Background: an optimization exercise with open tools, aiming at small area and a short achievable clock period. Do not read the settings as production practice. Only simulation tests tie the RTL to the original design; equivalence was not proved. The flow treats the clock pin as an ideal source. Dropping or thinning the clock tree relies on that and would not hold on a real chip. Power and IR drop assume default switching activity.

==> flow/design.v <==
package spu_pkg;
    typedef enum logic [2:0] {
        FMT_RR  = 3'd0,
        FMT_RI7 = 3'd2
    } fmt_e;
    localparam logic [1:0] SH_SHL_OP   = 2'b11;
    localparam logic [1:0] SH_ROT_OP   = 2'b00;
    localparam logic [1:0] SH_ROTM_OP  = 2'b01;
    localparam logic [1:0] SH_ROTMA_OP = 2'b10;
endpackage
module sf2_shifter #(
    parameter int LO = 0,
    parameter int HI = 3
) (
    input  logic [15:0] x,
    input  logic [3:0]  amt,
    output logic [15:0] y
);
    logic [15:0] lv [LO:HI+1];
    assign lv[LO] = x;
    for (genvar l = LO; l <= HI; l++) begin : g_l
        assign lv[l+1] = amt[l] ? {lv[l][15-(1<<l):0], lv[l][15:16-(1<<l)]} : lv[l];
    end
    assign y = lv[HI+1];
endmodule
module sf2_rot2 #(
    parameter int LO = 0,
    parameter int HI = 3
) (
    input  logic [15:0] x,
    input  logic [3:0]  amt,
    input  logic [3:0]  amtn,
    output logic [15:0] y
);
    logic [15:0] lv [LO:HI+1];
    assign lv[LO] = x;
    for (genvar l = LO; l <= HI; l++) begin : g_l
        assign lv[l+1] = ({16{amt[l]}} & {lv[l][15-(1<<l):0], lv[l][15:16-(1<<l)]})
                       | ({16{amtn[l]}} & lv[l]);
    end
    assign y = lv[HI+1];
endmodule
module simple_fixed_2
(
    input  logic         clk,
    input  logic         reset,
    input  logic [0:10]  op,
    input  logic [2:0]   format,
    input  logic [6:0]   rt_addr,
    input  logic [0:127] ra,
    input  logic [0:127] rb,
    input  logic [0:17]  imm,
    input  logic         reg_write,
    output logic [0:127] rt_wb,
    output logic [6:0]   rt_addr_wb,
    output logic         reg_write_wb
);
    localparam int S0 = 1;   
    logic ok0, ri_fmt, ri0, wide0;
    assign ri_fmt = op[5] ? (format == spu_pkg::FMT_RI7) : (format == spu_pkg::FMT_RR);
    assign ok0   = (op[0:4] == 5'b00001) && op[6] && op[7] && ri_fmt;
    assign ri0   = op[5];
    assign wide0 = !op[8];
    logic [4:0]  s_cl [4];
    logic [4:0]  s_cu [4];
    logic [15:0] s_hu [4];
    logic [15:0] s_hl [4];
    logic [1:0]  s_sg [4];
    for (genvar j = 0; j < 4; j++) begin : g_s
        logic [31:0] x, b;
        assign x = ra[32*j +: 32];
        assign b = rb[32*j +: 32];
        assign s_cl[j] = ri0 ? imm[13:17] : b[4:0];
        assign s_cu[j] = ri0 ? (wide0 ? {imm[12], imm[14:17]} : imm[13:17])
                             : (wide0 ? {b[5], b[3:0]} : b[20:16]);
        assign s_sg[j] = {x[31], wide0 ? x[31] : x[15]};
        sf2_shifter #(.LO(0), .HI(S0-1)) u_u (.x(x[31:16]), .amt(s_cu[j][3:0]), .y(s_hu[j]));
        sf2_shifter #(.LO(0), .HI(S0-1)) u_l (.x(x[15:0]),  .amt(s_cl[j][3:0]), .y(s_hl[j]));
    end
    logic         r1_ok, r1_we;
    logic [6:0]   r1_addr;
    logic         r1_wide;
    logic [1:0]   r1_kind;
    logic [15:0]  r1_hu [4];
    logic [15:0]  r1_hl [4];
    logic [4:0]   r1_cl [4];
    logic [4:0]   r1_cu [4];
    logic [1:0]   r1_sg [4];
    logic [3:0]   r1_cun [4];   
    logic [3:0]   r1_cln [4];
    always_ff @(posedge clk or negedge reset) begin
        if (!reset) begin
            r1_ok   <= 1'b0;
            r1_we   <= 1'b0;
            r1_addr <= '0;
        end else begin
            r1_ok   <= ok0;
            r1_we   <= reg_write;
            r1_addr <= rt_addr;
        end
    end
    always_ff @(posedge clk) begin
        r1_wide <= wide0;
        r1_kind <= op[9:10];
        for (int j = 0; j < 4; j++) begin
            r1_hu[j] <= s_hu[j];
            r1_hl[j] <= s_hl[j];
            r1_cl[j] <= s_cl[j];
            r1_cu[j] <= s_cu[j];
            r1_sg[j] <= s_sg[j];
            r1_cun[j] <= ~s_cu[j][3:0];
            r1_cln[j] <= ~s_cl[j][3:0];
        end
    end
    logic [0:127] a_rt;
    logic         shl, rot, arith;
    assign shl   = r1_kind == spu_pkg::SH_SHL_OP;
    assign rot   = r1_kind == spu_pkg::SH_ROT_OP;
    assign arith = r1_kind == spu_pkg::SH_ROTMA_OP;
    function automatic logic [15:0] therm(input logic [3:0] c);
        logic [15:0] t;
        t = 16'hFFFF;
        for (int l = 0; l < 4; l++)
            for (int k = 0; k < 16; k++)
                if (((k >> l) & 1) == 1)
                    t[k] = t[k] | !c[l];
                else
                    t[k] = t[k] & !c[l];
        therm = t;
    endfunction
    for (genvar j = 0; j < 4; j++) begin : g_a
        logic [15:0] hu, hl, ou, ol, gu, gl, t;
        logic [4:0]  cu, cl;
        logic        c5, zu, zl, zw, fu, fl;
        logic        au, bu, ccu, al, bl, ccl;
        sf2_rot2 #(.LO(S0), .HI(3)) u_u (.x(r1_hu[j]), .amt(r1_cu[j][3:0]), .amtn(r1_cun[j]), .y(hu));
        sf2_rot2 #(.LO(S0), .HI(3)) u_l (.x(r1_hl[j]), .amt(r1_cl[j][3:0]), .amtn(r1_cln[j]), .y(hl));
        assign cu = r1_cu[j];
        assign cl = r1_cl[j];
        assign c5 = r1_cu[j][4];   
        assign zu = cu == 5'd0;
        assign zl = cl == 5'd0;
        assign zw = zl && !c5;
        assign fu = arith && r1_sg[j][1];
        assign fl = arith && r1_sg[j][0];
        always_comb begin
            if (rot) begin
                au = 1'b1; bu = 1'b0; ccu = 1'b0;
                al = 1'b1; bl = 1'b0; ccl = 1'b0;
            end else if (r1_wide) begin
                au  = shl ? !c5 && !cl[4] : zw;
                bu  = shl && !c5 && cl[4];
                ccu = !shl && c5 && cl[4];
                al  = shl ? 1'b0 : zw || (c5 && cl[4]);
                bl  = shl && !c5 && !cl[4];
                ccl = !shl && c5;
            end else begin
                au  = !shl && zu;
                bu  = shl && !cu[4];
                ccu = !shl && cu[4];
                al  = !shl && zl;
                bl  = shl && !cl[4];
                ccl = !shl && cl[4];
            end
        end
        assign gu = therm(cu[3:0]);
        assign gl = therm(cl[3:0]);
        assign t  = r1_wide ? gl ^ {16{cl[4]}} : 16'hFFFF;
        for (genvar k = 0; k < 16; k++) begin : g_k
            logic ku, kl;
            assign ku = au || (gu[k] ? bu : ccu);
            assign kl = al || (gl[k] ? bl : ccl);
            assign ou[k] = ku ? (t[k] ? hu[k] : hl[k]) : fu;
            assign ol[k] = kl ? (t[k] ? hl[k] : hu[k]) : fl;
        end
        assign a_rt[32*j +: 32] = {ou, ol};
    end
    logic [0:127] r2_rtn, r3_rt;
    logic [6:0]   r2_addr, r3_addr;
    logic         r2_kill, r2_we, r3_we;
    always_ff @(posedge clk)
        r2_rtn <= ~a_rt;
    always_ff @(posedge clk or negedge reset) begin
        if (!reset) begin
            r2_kill <= 1'b1;
            r2_addr <= '0;
            r2_we   <= 1'b0;
            r3_rt   <= '0;
            r3_addr <= '0;
            r3_we   <= 1'b0;
        end else begin
            r2_kill <= !r1_ok;
            r2_addr <= r1_addr;
            r2_we   <= r1_ok & r1_we;
            r3_rt   <= ~(r2_rtn | {128{r2_kill}});
            r3_addr <= r2_addr;
            r3_we   <= r2_we;
        end
    end
    assign rt_wb        = r3_rt;
    assign rt_addr_wb   = r3_addr;
    assign reg_write_wb = r3_we;
endmodule
export LEC_CHECK = 0
export CAP_MARGIN = 20
export CORE_MARGIN = 2
export CORE_UTILIZATION = 60
export PLACE_DENSITY = 0.5
export SETUP_SLACK_MARGIN = 3.9
export SLEW_MARGIN = 20
create_clock -name core_clock -period 6.0 [get_ports {clk}]
standard.sh (not shown) runs the stock make flow with config.mk's settings and CLKGATE_MAP_FILE= SYNTH_SCRIPT=/design/flow/synth_recipe.tcl, a recipe that flattens the netlist after the stock synthesis.
==> flow/flow/run.sh <==
#!/bin/bash
# Standard ORFS layout with plain buf_1 port buffers and a two-level clock
# tree built by flow/mycts.tcl in place of the flow's clock tree synthesis.
set -euo pipefail
bash standard.sh "BUFFER_PORTS_ARGS=-buffer_cell sky130_fd_sc_hd__buf_1" "PRE_CTS_TCL=$PWD/flow/mycts.tcl" finish > standard.log 2>&1
==> flow/flow/mycts.tcl <==
# Two-level clock tree. The flip-flops are split by position into 2 x 2
# quadrants of equal count, and each quadrant into cols x rows groups of
# equal count. The clock port drives one clkbuf_16 per quadrant, at the
# middle of its flip-flops; each of these drives one leaf buffer per group,
# at the middle of the group's flip-flops, which drives the group's clock pins.
proc my_split {items idx parts} {
  set s [lsort -integer -index $idx $items]
  set n [llength $s]
  set out {}
  for {set i 0} {$i < $parts} {incr i} {
    lappend out [lrange $s [expr {$i * $n / $parts}] [expr {($i + 1) * $n / $parts - 1}]]
  }
  return $out
}

proc my_middle {items} {
  set sx 0; set sy 0
  foreach s $items { incr sx [lindex $s 1]; incr sy [lindex $s 2] }
  set n [llength $items]
  return [list [expr {$sx / $n}] [expr {$sy / $n}]]
}

proc my_buffer {name xy innet {cell sky130_fd_sc_hd__clkbuf_16}} {
  set block [ord::get_db_block]
  set b [odb::dbInst_create $block [[ord::get_db] findMaster $cell] $name]
  $b setLocation [lindex $xy 0] [lindex $xy 1]
  $b setPlacementStatus PLACED
  set net [odb::dbNet_create $block net_$name]
  $net setSigType CLOCK
  [$b findITerm A] connect $innet
  [$b findITerm X] connect $net
  return $net
}

proc my_two_level_cts {cols rows {leaf sky130_fd_sc_hd__clkbuf_16}} {
  set block [ord::get_db_block]
  set clk [$block findNet clk]
  set sinks {}
  foreach it [$clk getITerms] {
    set b [[$it getInst] getBBox]
    lappend sinks [list $it [expr {([$b xMin] + [$b xMax]) / 2}] [expr {([$b yMin] + [$b yMax]) / 2}]]
  }
  foreach s $sinks { [lindex $s 0] disconnect }
  puts "mycts: [llength $sinks] sinks, 4 quadrants of $cols x $rows groups"
  set q 0
  foreach half [my_split $sinks 1 2] {
    foreach quad [my_split $half 2 2] {
      set qnet [my_buffer clkbuf_q$q [my_middle $quad] $clk]
      set g 0
      foreach col [my_split $quad 1 $cols] {
        foreach grp [my_split $col 2 $rows] {
          set lnet [my_buffer clkbuf_q${q}_$g [my_middle $grp] $qnet $leaf]
          foreach s $grp { [lindex $s 0] connect $lnet }
          incr g
        }
      }
      incr q
    }
  }
}

my_two_level_cts 2 3 
# the tree is built; make the flow's own clock tree step a no-op
rename clock_tree_synthesis orfs_clock_tree_synthesis
proc clock_tree_synthesis {args} { puts "clock tree built by flow/mycts.tcl" }
Edit:
- PLACE_DENSITY: 0.5 -> 0.75
Register-to-register slack is worse by 0.03 ns.
Utilization barely changes.
Design area stays flat.
Synthesized area is unchanged.
Fmax falls by about 2.3%.
Worst setup slack degrades by 0.050 ns.
Total power is about the same.
Edit:
--- a/flow/flow/mycts.tcl
+++ b/flow/flow/mycts.tcl
@@ -60,5 +60,5 @@
 }
 
-my_two_level_cts 2 3 
+my_two_level_cts 2 4 sky130_fd_sc_hd__clkbuf_8
 # the tree is built; make the flow's own clock tree step a no-op
 rename clock_tree_synthesis orfs_clock_tree_synthesis
- PLACE_DENSITY: 0.75 -> unset
- SETUP_SLACK_MARGIN: 3.9 -> 3.8
What happened:
- The new run ran to the end with no violations
- worst hold slack stays flat
- worst setup slack degrades by 0.022 ns
- cell area came out lower by a few percent
- wire length came out lower by a few percent
Edit:
==> flow/flow/run.sh (replaced) <==
#!/bin/bash
# The standard ORFS layout with three changes:
#  - synthesis maps the logic with the ABC script flow/abc.script: the
#    standard synthesis script with only the ABC script replaced;
#  - plain buf_1 cells as the port buffers;
#  - a two-level clock tree built by flow/mycts.tcl in place of the flow's
#    clock tree synthesis.
set -euo pipefail
W=$PWD
sed 's#^source $::env(SCRIPTS_DIR)/synth_preamble.tcl#&\nlset abc_args 1 '"$W"'/flow/abc.script#' \
  "$FLOW_HOME/scripts/synth.tcl" > "$W/synth_abc.tcl"
sed 's#source $::env(SCRIPTS_DIR)/synth.tcl#source '"$W"'/synth_abc.tcl#' \
  "$W/synth_recipe.tcl" > "$W/synth_top.tcl"
grep -q "abc.script" "$W/synth_abc.tcl"
grep -q "synth_abc.tcl" "$W/synth_top.tcl"
bash standard.sh "SYNTH_SCRIPT=$W/synth_top.tcl" \
  "BUFFER_PORTS_ARGS=-buffer_cell sky130_fd_sc_hd__buf_1" \
  "PRE_CTS_TCL=$W/flow/mycts.tcl" finish > standard.log 2>&1
==> flow/flow/abc.script (new file) <==
&get -n
&st
&dch
&nf
&st
&syn2
&if -g -K 6
&synch2
&nf
&st
&syn2
&if -g -K 6
&synch2
&nf
&st
&syn2
&if -g -K 6
&synch2
&nf
&st
&syn2
&if -g -K 6
&synch2
&nf
&st
&syn2
&if -g -K 6
&synch2
&nf
&put
--- a/flow/flow/mycts.tcl
+++ b/flow/flow/mycts.tcl
@@ -60,5 +60,5 @@
 }
 
-my_two_level_cts 2 4 sky130_fd_sc_hd__clkbuf_8
+my_two_level_cts 2 3
 # the tree is built; make the flow's own clock tree step a no-op
 rename clock_tree_synthesis orfs_clock_tree_synthesis
- SETUP_SLACK_MARGIN: 3.8 -> 3.9
After rerunning: Routed wire length is about the same. Clock power went up by 16%. Register-to-register slack gets better by 0.04 ns. Via count is higher by 1.7%. Total power rose by 4.1%. Final area is higher by 2.2%. Sequential share of layout area fell by 0.77 points. Synthesized area falls by 4.8%. Clock skew decreases by 0.016 ns. Global-route usage rose by 1.5 points. Utilization grows by 5.5 points.
Edit:
==> flow/flow/run.sh (replaced) <==
#!/bin/bash
# Standard ORFS layout with plain buf_1 port buffers and a two-level clock
# tree built by flow/mycts.tcl in place of the flow's clock tree synthesis.
set -euo pipefail
bash standard.sh "BUFFER_PORTS_ARGS=-buffer_cell sky130_fd_sc_hd__buf_1" "PRE_CTS_TCL=$PWD/flow/mycts.tcl" finish > standard.log 2>&1
--- a/flow/flow/mycts.tcl
+++ b/flow/flow/mycts.tcl
@@ -60,5 +60,5 @@
 }
 
-my_two_level_cts 2 3
+my_two_level_cts 2 4 sky130_fd_sc_hd__clkbuf_8
 # the tree is built; make the flow's own clock tree step a no-op
 rename clock_tree_synthesis orfs_clock_tree_synthesis
- SETUP_SLACK_MARGIN: 3.9 -> 3.85
removed: flow/flow/abc.script
After rerunning:
- The changed run completed with no timing, DRC or antenna violations
- routed wire length goes down by 0.44%
- global-route usage goes down by 1.5 points
- via count drops by 1.6%
In every run of this note, the design's own scripts or RTL, not TritonCTS, make the clock network.

* * *

P:
Starts from the design.v that is shown in full above.
export LEC_CHECK = 0
export CAP_MARGIN = 20
export CORE_MARGIN = 2
export CORE_UTILIZATION = 60
export SETUP_SLACK_MARGIN = 3.8
export SLEW_MARGIN = 20
create_clock -name core_clock -period 6.0 [get_ports {clk}]
==> flow/flow/run.sh <==
#!/bin/bash
# Standard ORFS layout with plain buf_1 port buffers and a two-level clock
# tree built by flow/mycts.tcl in place of the flow's clock tree synthesis.
set -euo pipefail
bash standard.sh "BUFFER_PORTS_ARGS=-buffer_cell sky130_fd_sc_hd__buf_1" "PRE_CTS_TCL=$PWD/flow/mycts.tcl" finish > standard.log 2>&1
==> flow/flow/mycts.tcl <==
# Two-level clock tree. The flip-flops are split by position into 2 x 2
# quadrants of equal count, and each quadrant into cols x rows groups of
# equal count. The clock port drives one clkbuf_16 per quadrant, at the
# middle of its flip-flops; each of these drives one clkbuf_16 per group,
# at the middle of the group's flip-flops, which drives the group's clock pins.
proc my_split {items idx parts} {
  set s [lsort -integer -index $idx $items]
  set n [llength $s]
  set out {}
  for {set i 0} {$i < $parts} {incr i} {
    lappend out [lrange $s [expr {$i * $n / $parts}] [expr {($i + 1) * $n / $parts - 1}]]
  }
  return $out
}

proc my_middle {items} {
  set sx 0; set sy 0
  foreach s $items { incr sx [lindex $s 1]; incr sy [lindex $s 2] }
  set n [llength $items]
  return [list [expr {$sx / $n}] [expr {$sy / $n}]]
}

proc my_buffer {name xy innet} {
  set block [ord::get_db_block]
  set b [odb::dbInst_create $block [[ord::get_db] findMaster sky130_fd_sc_hd__clkbuf_16] $name]
  $b setLocation [lindex $xy 0] [lindex $xy 1]
  $b setPlacementStatus PLACED
  set net [odb::dbNet_create $block net_$name]
  $net setSigType CLOCK
  [$b findITerm A] connect $innet
  [$b findITerm X] connect $net
  return $net
}

proc my_two_level_cts {cols rows} {
  set block [ord::get_db_block]
  set clk [$block findNet clk]
  set sinks {}
  foreach it [$clk getITerms] {
    set b [[$it getInst] getBBox]
    lappend sinks [list $it [expr {([$b xMin] + [$b xMax]) / 2}] [expr {([$b yMin] + [$b yMax]) / 2}]]
  }
  foreach s $sinks { [lindex $s 0] disconnect }
  puts "mycts: [llength $sinks] sinks, 4 quadrants of $cols x $rows groups"
  set q 0
  foreach half [my_split $sinks 1 2] {
    foreach quad [my_split $half 2 2] {
      set qnet [my_buffer clkbuf_q$q [my_middle $quad] $clk]
      set g 0
      foreach col [my_split $quad 1 $cols] {
        foreach grp [my_split $col 2 $rows] {
          set lnet [my_buffer clkbuf_q${q}_$g [my_middle $grp] $qnet]
          foreach s $grp { [lindex $s 0] connect $lnet }
          incr g
        }
      }
      incr q
    }
  }
}

my_two_level_cts 2 3
# the tree is built; make the flow's own clock tree step a no-op
rename clock_tree_synthesis orfs_clock_tree_synthesis
proc clock_tree_synthesis {args} { puts "clock tree built by flow/mycts.tcl" }
P finished all stages; the layout is clean.
## Diff of input files: Q against P
-- flow/flow/mycts.tcl --
<<< P, line 62
my_two_level_cts 2 3
>>> Q, line 62
my_two_level_cts 3 3
Findings:
- Per the comparison of Q with P, met3 routing resource usage after global routing about even, total via count in the routed design rose 124, signed area change from the synthesized netlist to the final layout higher, synthesized cell count barely changed, final wirelength shows an increase of 0.93%.
- Of P and Q, the higher clock slew at the register clock pins of the worst setup and hold paths belongs to P.
- Between Q and P, the register bit total from synthesis does not differ in any meaningful way.
- Q and P ended up with roughly the same number of nets in the finished design.
- Going from P to Q, critical path depth shrinks by 5.
- In the tables for P and Q, worst setup slack reads lower with P.
- In Q relative to P, post-route cell area had gone up slightly.
The following lists how R was set up differently from Q:
# Q
export LEC_CHECK = 0
export CAP_MARGIN = 20
export CORE_MARGIN = 2
export CORE_UTILIZATION = 60
export SETUP_SLACK_MARGIN = 3.8
export SLEW_MARGIN = 20
create_clock -name core_clock -period 6.0 [get_ports {clk}]
# R
export LEC_CHECK = 0
export CAP_MARGIN = 20
export CORE_MARGIN = 2
export CORE_UTILIZATION = 60
export SETUP_SLACK_MARGIN = 3.95
export SLEW_MARGIN = 20
create_clock -name core_clock -period 6.0 [get_ports {clk}]
-- flow/flow/mycts.tcl --
<<< Q, line 4
# middle of its flip-flops; each of these drives one clkbuf_16 per group,
>>> R, line 4
# middle of its flip-flops; each of these drives one leaf buffer per group,
<<< Q, line 23
proc my_buffer {name xy innet} {
>>> R, line 23
proc my_buffer {name xy innet {cell sky130_fd_sc_hd__clkbuf_16}} {
<<< Q, line 25
  set b [odb::dbInst_create $block [[ord::get_db] findMaster sky130_fd_sc_hd__clkbuf_16] $name]
>>> R, line 25
  set b [odb::dbInst_create $block [[ord::get_db] findMaster $cell] $name]
<<< Q, line 35
proc my_two_level_cts {cols rows} {
>>> R, line 35
proc my_two_level_cts {cols rows {leaf sky130_fd_sc_hd__clkbuf_16}} {
<<< Q, line 52
          set lnet [my_buffer clkbuf_q${q}_$g [my_middle $grp] $qnet]
>>> R, line 52
          set lnet [my_buffer clkbuf_q${q}_$g [my_middle $grp] $qnet $leaf]
<<< Q, line 62
my_two_level_cts 3 3
>>> R, line 62
my_two_level_cts 2 3 
### Flow results
Sum of met2 wire segment lengths after detailed routing up 7.7% in R wrt Q
Summary of R over Q: worst hold slack moved up, worst slack at placement moved up, overall global routing resource usage moved up, final cycle utilization of the critical path moved up, filler cell count moved down.
Going from Q to R, wire length after detailed routing grew by a little under 10%.
Total power ended up 190 uW lower on R than on Q.
Q and R ended up with nearly the same post-place instance area.
Between R and Q, the area after synthesis figures differ only marginally.
The following lists how S was set up differently from R:
# R
export LEC_CHECK = 0
export CAP_MARGIN = 20
export CORE_MARGIN = 2
export CORE_UTILIZATION = 60
export SETUP_SLACK_MARGIN = 3.95
export SLEW_MARGIN = 20
create_clock -name core_clock -period 6.0 [get_ports {clk}]
# S
export LEC_CHECK = 0
export CAP_MARGIN = 20
export CORE_MARGIN = 2
export CORE_UTILIZATION = 60
export SETUP_SLACK_MARGIN = 3.85
export SLEW_MARGIN = 20
create_clock -name core_clock -period 6.0 [get_ports {clk}]
--- outcome ---
- When S is set beside R, its met2 usage in global routing turns out to be 3.5 points smaller.
- R reports its start point of the critical path as r1_cu[2][0] while S reports r1_wide.
- In S, fraction of power consumed by sequential logic is higher than in R.
- Compared with R, in S power share of the clock group moved up, wire length dropped 6.1 mm.
- Of R and S, the higher number of setup buffers added after CTS belongs to R.
- Peak per-stage delay on the critical path in S is 60 ps below R.
> inputs changed (S -> T)
-- flow/flow/mycts.tcl --
<<< S, line 62
my_two_level_cts 2 3 
>>> T, line 62
my_two_level_cts 3 3 
Findings:
- Comparing the two runs side by side, T comes out behind S on cell area.
- Taking S as the reference, in T final worst-path setup slack shrank by 20 ps; final net count now sits higher; setup skew after layout lost 11 ps; utilization now larger.
- Register fraction of the total cell area, S and T, higher one = S.
- Looking at hold slack, T sits 5.2 ps below S.
- Re power density relative to cell area: T is 4.1% up on S.
- On overall power of the completed layout, the higher figure sits with T, not S.
- Taking S as the reference point, the share of power burned in combinational logic of T falls by 1.1 points.
- Of S and T, the run reporting the lower via count was S.
No run of this note takes its clock network from TritonCTS; it comes from the design's own scripts or RTL.

-- static timing again, ports no longer ideal --
How much do the figures lean on ideal ports? The routed layouts below were timed once more, with nothing changed but the port constraints. Step 1: set_driving_cell puts a clkbuf_16 on clk and a buf_2 on each other input, an assumption about the parent block. Step 2 also shifts input and output timing later by t, the mid clock arrival at the registers, as if the neighbouring blocks saw the same clock. Three values: ideal ports, drivers, drivers and shift; two values: the first two.
run	t (ns)	setup WS [ns]	slew at the worst register clock pin (ns)	worst data-port slew with drivers (ns)
the first run of note 1	0.474	3.864 / 3.737 / 3.376	0.09 / 0.09	0.17
the second run of note 1	0.470	3.813 / 3.687 / 3.454	0.10 / 0.10	0.20
the third run of note 1	0.463	3.791 / 3.704 / 3.386	0.11 / 0.11	0.16
the fourth run of note 1	0.471	3.820 / 3.694 / 3.421	0.09 / 0.09	0.14
the fifth run of note 1	0.472	3.843 / 3.719 / 3.395	0.11 / 0.11	0.15
P	0.474	3.793 / 3.705 / 3.372	0.09 / 0.09	0.15
Q	0.490	3.829 / 3.707 / 3.340	0.07 / 0.07	0.16
R	0.473	3.785 / 3.706 / 3.456	0.09 / 0.09	0.13
S	0.468	3.838 / 3.719 / 3.403	0.09 / 0.09	0.14
T	0.490	3.818 / 3.706 / 3.328	0.07 / 0.07	0.14
After both steps every run listed still meets setup and hold. The setup slack of T, which loses most, moves by -0.112 ns with the drivers and by -0.490 ns with both steps.
